Context: an optimization exercise on an open-source flow, tuned for small area. The choices shown serve that exercise and are no tape-out recipe.
In this exercise RTL edits were held to simulation tests only and were not proved equivalent to the original.
Power is estimated from default activity; no workload was simulated. The clock port is modelled as an ideal driver; clocking choices that lean on that would not hold on a real chip.

==> flow/design.v <==
`default_nettype none
package shell_pkg;
   localparam int RST_SLICE_STAGES = 4;            
   localparam int NUM_DDR   = 4;
   localparam int DDR_C_IDX = 2;                   
   localparam logic [31:0] CL_ID0_WORD = {16'hF010, 16'h1A2B};
   localparam logic [31:0] CL_ID1_WORD = {16'h0D51, 16'h1A2B};
   typedef enum logic [1:0] {
      FLR_IDLE    = 2'd0,    
      FLR_ARMED   = 2'd1,    
      FLR_DONE_HI = 2'd2,    
      FLR_DONE_LO = 2'd3     
   } flr_state_t;
endpackage
`default_nettype wire
`default_nettype none
package ddr_stat_pkg;
   localparam int STAT_ADDR_W = 8;
   localparam int STAT_DATA_W = 32;
   localparam int STAT_INT_W  = 8;
   localparam int STAT_REQ_W = 2 + STAT_ADDR_W + STAT_DATA_W;            
   localparam int STAT_ACK_W = 1 + STAT_INT_W + STAT_DATA_W;             
   localparam int STAT_STAGES = 8;     
   localparam int NUM_STAT_CH = 3;
   typedef enum logic [1:0] {
      STAT_CH_A = 2'd0,
      STAT_CH_B = 2'd1,
      STAT_CH_D = 2'd2
   } stat_ch_t;
endpackage
`default_nettype wire
`timescale 1ns/1ps
`default_nettype none
import shell_pkg::*;
import ddr_stat_pkg::*;
module shell_ctrl
(
   input  logic                   clk_main_a0,
   input  logic                   sync_rst_n,
   input  logic                   flr_assert,       
   input  logic [NUM_STAT_CH-1:0] ddr_ready_abd,    
   input  logic                   ddr_c_ready,
   output logic                   flr_done,
   output logic [NUM_DDR-1:0]     ddr_ready,        
   output logic                   ddr_rst_n,
   output logic                   core_rst_n,
   output logic                   pipe_valid        
);
   shell_pkg::flr_state_t flr_state;
   shell_pkg::flr_state_t flr_state_nxt;
   logic       flr_assert_q;                        
   always_ff @(posedge clk_main_a0 or negedge sync_rst_n)
   begin
      if (!sync_rst_n)
      begin
         flr_assert_q <= 1'b0;
         flr_state    <= FLR_IDLE;
      end
      else
      begin
         flr_assert_q <= flr_assert;
         flr_state    <= flr_state_nxt;
      end
   end
   always_comb
   begin
      flr_state_nxt = flr_state;
      case (flr_state)
         FLR_IDLE:
            if (flr_assert)
               flr_state_nxt = FLR_ARMED;               
         FLR_ARMED:
            flr_state_nxt = FLR_DONE_HI;                
         FLR_DONE_HI:
            flr_state_nxt = flr_assert_q ? FLR_DONE_LO : FLR_IDLE;
         FLR_DONE_LO:
            flr_state_nxt = flr_assert_q ? FLR_DONE_HI : FLR_IDLE;
         default:
            flr_state_nxt = FLR_IDLE;
      endcase
   end
   assign flr_done = (flr_state == FLR_DONE_HI);
   logic ddr_c_ready_q;                             
   always_ff @(posedge clk_main_a0 or negedge sync_rst_n)
   begin
      if (!sync_rst_n)
         ddr_c_ready_q <= 1'b0;
      else
         ddr_c_ready_q <= ddr_c_ready;
   end
   assign ddr_ready = {ddr_ready_abd[NUM_STAT_CH-1:DDR_C_IDX],
                       ddr_c_ready_q,
                       ddr_ready_abd[DDR_C_IDX-1:0]};
   logic [3:0] rel_cnt;
   always_ff @(posedge clk_main_a0 or negedge sync_rst_n)
   begin
      if (!sync_rst_n)
         rel_cnt <= '0;
      else if (!rel_cnt[3])
         rel_cnt <= rel_cnt + 4'd1;
   end
   assign ddr_rst_n  = rel_cnt[3] | rel_cnt[2];
   assign core_rst_n = rel_cnt[3] | rel_cnt[2];
   assign pipe_valid = rel_cnt[3];
endmodule
`default_nettype wire
`timescale 1ns/1ps
`default_nettype none
import ddr_stat_pkg::*;
module ddr_stat_channel
(
   input  logic                   clk_main_a0,
   input  logic                   pipe_valid,       
   input  logic                   host_wr,          
   input  logic                   host_rd,          
   input  logic [STAT_ADDR_W-1:0] host_addr,
   input  logic [STAT_DATA_W-1:0] host_wdata,
   input  logic                   mem_ack,
   input  logic [STAT_INT_W-1:0]  mem_int,
   input  logic [STAT_DATA_W-1:0] mem_rdata,
   output logic                   mem_wr,
   output logic                   mem_rd,
   output logic [STAT_ADDR_W-1:0] mem_addr,
   output logic [STAT_DATA_W-1:0] mem_wdata,
   output logic                   host_ack,
   output logic [STAT_INT_W-1:0]  host_int,
   output logic [STAT_DATA_W-1:0] host_rdata
);
   logic [STAT_REQ_W-1:0] req_pipe [STAT_STAGES];    
   logic [STAT_ACK_W-1:0] ack_pipe [STAT_STAGES];    
   always_ff @(posedge clk_main_a0)
   begin
      req_pipe[0] <= {host_wr, host_rd, host_addr, host_wdata};
      ack_pipe[0] <= {mem_ack, mem_int, mem_rdata};
      for (int i = 1; i < STAT_STAGES; i++)
      begin
         req_pipe[i] <= req_pipe[i-1];              
         ack_pipe[i] <= ack_pipe[i-1];              
      end
   end
   assign {mem_wr, mem_rd, mem_addr, mem_wdata} = req_pipe[STAT_STAGES-1] & {STAT_REQ_W{pipe_valid}};
   assign {host_ack, host_int, host_rdata}      = ack_pipe[STAT_STAGES-1] & {STAT_ACK_W{pipe_valid}};
endmodule
`default_nettype wire
`timescale 1ns/1ps
`default_nettype none
import shell_pkg::*;
import ddr_stat_pkg::*;
module cl_shell_bridge
(
   input  logic                                    clk_main_a0,
   input  logic                                    sync_rst_n,
   input  logic                                    flr_assert,
   input  logic [NUM_STAT_CH-1:0]                  ddr_ready_abd,    
   input  logic                                    ddr_c_ready,
   input  logic [NUM_STAT_CH-1:0]                  host_stat_wr,
   input  logic [NUM_STAT_CH-1:0]                  host_stat_rd,
   input  logic [NUM_STAT_CH-1:0][STAT_ADDR_W-1:0] host_stat_addr,
   input  logic [NUM_STAT_CH-1:0][STAT_DATA_W-1:0] host_stat_wdata,
   input  logic [NUM_STAT_CH-1:0]                  mem_stat_ack,
   input  logic [NUM_STAT_CH-1:0][STAT_INT_W-1:0]  mem_stat_int,
   input  logic [NUM_STAT_CH-1:0][STAT_DATA_W-1:0] mem_stat_rdata,
   output logic                                    flr_done,
   output logic [NUM_DDR-1:0]                      ddr_ready,        
   output logic                                    ddr_rst_n,
   output logic                                    core_rst_n,
   output logic [31:0]                             cl_id0,
   output logic [31:0]                             cl_id1,
   output logic [NUM_STAT_CH-1:0]                  mem_stat_wr,
   output logic [NUM_STAT_CH-1:0]                  mem_stat_rd,
   output logic [NUM_STAT_CH-1:0][STAT_ADDR_W-1:0] mem_stat_addr,
   output logic [NUM_STAT_CH-1:0][STAT_DATA_W-1:0] mem_stat_wdata,
   output logic [NUM_STAT_CH-1:0]                  host_stat_ack,
   output logic [NUM_STAT_CH-1:0][STAT_INT_W-1:0]  host_stat_int,
   output logic [NUM_STAT_CH-1:0][STAT_DATA_W-1:0] host_stat_rdata
);
   assign cl_id0 = CL_ID0_WORD;     
   assign cl_id1 = CL_ID1_WORD;     
   logic pipe_valid;
   shell_ctrl u_ctrl (
      .clk_main_a0   (clk_main_a0),
      .sync_rst_n    (sync_rst_n),
      .flr_assert    (flr_assert),
      .ddr_ready_abd (ddr_ready_abd),
      .ddr_c_ready   (ddr_c_ready),
      .flr_done      (flr_done),
      .ddr_ready     (ddr_ready),
      .ddr_rst_n     (ddr_rst_n),
      .core_rst_n    (core_rst_n),
      .pipe_valid    (pipe_valid)
   );
   for (genvar ch = 0; ch < NUM_STAT_CH; ch++)
   begin : g_stat
      case (ch)
         STAT_CH_A:
         begin : g_a
            ddr_stat_channel u_stat_a (
               .clk_main_a0 (clk_main_a0),     .pipe_valid (pipe_valid),
               .host_wr     (host_stat_wr[ch]), .host_rd    (host_stat_rd[ch]),
               .host_addr   (host_stat_addr[ch]), .host_wdata (host_stat_wdata[ch]),
               .mem_ack     (mem_stat_ack[ch]), .mem_int    (mem_stat_int[ch]),
               .mem_rdata   (mem_stat_rdata[ch]),
               .mem_wr      (mem_stat_wr[ch]),  .mem_rd     (mem_stat_rd[ch]),
               .mem_addr    (mem_stat_addr[ch]), .mem_wdata  (mem_stat_wdata[ch]),
               .host_ack    (host_stat_ack[ch]), .host_int   (host_stat_int[ch]),
               .host_rdata  (host_stat_rdata[ch])
            );
         end
         STAT_CH_B:
         begin : g_b
            ddr_stat_channel u_stat_b (
               .clk_main_a0 (clk_main_a0),     .pipe_valid (pipe_valid),
               .host_wr     (host_stat_wr[ch]), .host_rd    (host_stat_rd[ch]),
               .host_addr   (host_stat_addr[ch]), .host_wdata (host_stat_wdata[ch]),
               .mem_ack     (mem_stat_ack[ch]), .mem_int    (mem_stat_int[ch]),
               .mem_rdata   (mem_stat_rdata[ch]),
               .mem_wr      (mem_stat_wr[ch]),  .mem_rd     (mem_stat_rd[ch]),
               .mem_addr    (mem_stat_addr[ch]), .mem_wdata  (mem_stat_wdata[ch]),
               .host_ack    (host_stat_ack[ch]), .host_int   (host_stat_int[ch]),
               .host_rdata  (host_stat_rdata[ch])
            );
         end
         default:
         begin : g_d
            ddr_stat_channel u_stat_d (
               .clk_main_a0 (clk_main_a0),     .pipe_valid (pipe_valid),
               .host_wr     (host_stat_wr[ch]), .host_rd    (host_stat_rd[ch]),
               .host_addr   (host_stat_addr[ch]), .host_wdata (host_stat_wdata[ch]),
               .mem_ack     (mem_stat_ack[ch]), .mem_int    (mem_stat_int[ch]),
               .mem_rdata   (mem_stat_rdata[ch]),
               .mem_wr      (mem_stat_wr[ch]),  .mem_rd     (mem_stat_rd[ch]),
               .mem_addr    (mem_stat_addr[ch]), .mem_wdata  (mem_stat_wdata[ch]),
               .host_ack    (host_stat_ack[ch]), .host_int   (host_stat_int[ch]),
               .host_rdata  (host_stat_rdata[ch])
            );
         end
      endcase
   end
endmodule
`default_nettype wire
clock: 5.0 ns
lec_check: 0
cap_margin: 20
core_margin: 2
core_utilization: 45
place_density: 0.6
slew_margin: 20
standard.sh (not shown) runs the stock make flow with config.mk's settings and CLKGATE_MAP_FILE= SYNTH_SCRIPT=/design/flow/synth_recipe.tcl, a recipe that flattens the netlist after the stock synthesis.
==> flow/flow/run.sh <==
#!/bin/bash
# Standard layout, with plain buf_1 port buffers, larger CTS clusters and no dummy loads.
set -euo pipefail
bash standard.sh \
  "BUFFER_PORTS_ARGS=-buffer_cell sky130_fd_sc_hd__buf_1" \
  "CTS_ARGS=-sink_clustering_enable -repair_clock_nets -dont_use_dummy_load -sink_clustering_size 30 -sink_clustering_max_diameter 80" \
  finish > flow_make.log 2>&1
The starting point went through all stages and came out clean.
Rerun with:
==> flow/flow/run.sh (replaced) <==
#!/bin/bash
# Standard layout, with plain buf_1 port buffers, larger CTS clusters and no dummy loads.
set -euo pipefail
bash standard.sh \
  "BUFFER_PORTS_ARGS=-buffer_cell sky130_fd_sc_hd__buf_1" \
  "CTS_ARGS=-sink_clustering_enable -repair_clock_nets -dont_use_dummy_load -sink_clustering_size 20 -sink_clustering_max_diameter 50 -buf_list sky130_fd_sc_hd__clkbuf_8 -root_buf sky130_fd_sc_hd__clkbuf_16" \
  finish > flow_make.log 2>&1
Outcome: Clock-buffer cell count climbs by 54. Worst hold slack is worse by 0.043 ns. Setup slack got worse by 0.052 ns. Synthesized area stays the same. Power shrinks by 1.8%.
Rerun with:
==> flow/flow/run.sh (replaced) <==
#!/bin/bash
# Standard layout, with plain buf_1 port buffers, larger CTS clusters and no dummy loads.
set -euo pipefail
bash standard.sh \
  "BUFFER_PORTS_ARGS=-buffer_cell sky130_fd_sc_hd__buf_1" \
  "CTS_ARGS=-sink_clustering_enable -repair_clock_nets -dont_use_dummy_load -sink_clustering_size 36 -sink_clustering_max_diameter 70" \
  finish > flow_make.log 2>&1
Effect:
- die area is unchanged
- setup slack gains 0.096 ns
- clock skew decreases by 0.012 ns
- worst hold slack is better by 0.018 ns
- synthesized area stays the same
- clock-buffer cell count shrinks by 57
- design area hardly moves
- fmax rises by 2.7%
Rerun with:
==> flow/flow/run.sh (replaced) <==
#!/bin/bash
# Standard layout, with buf_1 port buffers and CTS tuned for large sink clusters
# without dummy loads. All tool output goes to flow_make.log and ORFS's own logs.
set -euo pipefail
bash standard.sh \
  "BUFFER_PORTS_ARGS=-buffer_cell sky130_fd_sc_hd__buf_1" \
  "CTS_ARGS=-sink_clustering_enable -repair_clock_nets -dont_use_dummy_load -sink_clustering_size 36 -sink_clustering_max_diameter 100" \
  finish > flow_make.log 2>&1
- CORE_UTILIZATION: 45 -> 60
- PLACE_DENSITY: 0.6 -> 0.7
Outcome:
- The changed run ran to the end with no violations
- clock skew goes down by 0.051 ns
- non-clock buffer count does not change
- area after synthesis is unchanged
- fmax goes up by a few percent
- flip-flop and latch count does not change
- count of clock-buffer cells in the layout goes down by 16
- via count hardly moves
- global-route usage goes up by 3.5 points
- clock power goes down by roughly a tenth
- cell area goes down slightly
- worst setup slack is better by 0.22 ns
Rerun with:
==> flow/flow/run.sh (replaced) <==
#!/bin/bash
# Standard layout, with plain buf_1 port buffers and no CTS dummy loads.
set -euo pipefail
bash standard.sh \
  "BUFFER_PORTS_ARGS=-buffer_cell sky130_fd_sc_hd__buf_1" \
  "CTS_ARGS=-sink_clustering_enable -repair_clock_nets -dont_use_dummy_load" \
  finish > flow_make.log 2>&1
- CORE_UTILIZATION: 60 -> 45
- PLACE_DENSITY: 0.7 -> 0.6
After rerunning:
- flip-flop and latch count is unchanged
- power climbs by about a fifth
- clock-buffer cell count rises by 116
- final area grows by a little under a tenth
- first-iteration DRC count decreases by roughly a tenth

[separate check: timing with driven ports]
The flow's constraints put no driver on any port. The routed layouts listed below were extracted and timed again, unchanged, in two steps.
Step 1 sets driving cells, clkbuf_16 on the clock port and buf_2 on the other inputs (assumed; they add their load-dependent delay and slew).
Step 2 moves the port delays by t, midway between the first and last clock arrival at a register: inputs arrive t later, outputs are due t later. That takes back most of the time a late clock gives input paths.
Slacks: ideal / step 1 / step 2; pairs: ideal / step 1.
| run | t (ns) | setup WS [ns] | hold WS [ns] |
|---|---|---|---|
| the first run | 0.699 | 1.465 / 1.398 / 2.096 | 0.272 / 0.259 / 0.272 |
| the second run | 0.700 | 1.413 / 1.347 / 2.047 | 0.229 / 0.229 / 0.229 |
| the third run | 0.686 | 1.509 / 1.442 / 2.128 | 0.246 / 0.246 / 0.246 |
| the fourth run | 0.700 | 1.727 / 1.664 / 2.364 | 0.286 / 0.250 / 0.312 |
| the fifth run | 0.768 | 1.413 / 1.345 / 2.113 | 0.260 / 0.220 / 0.275 |
After both steps setup and hold are still met in every run listed.
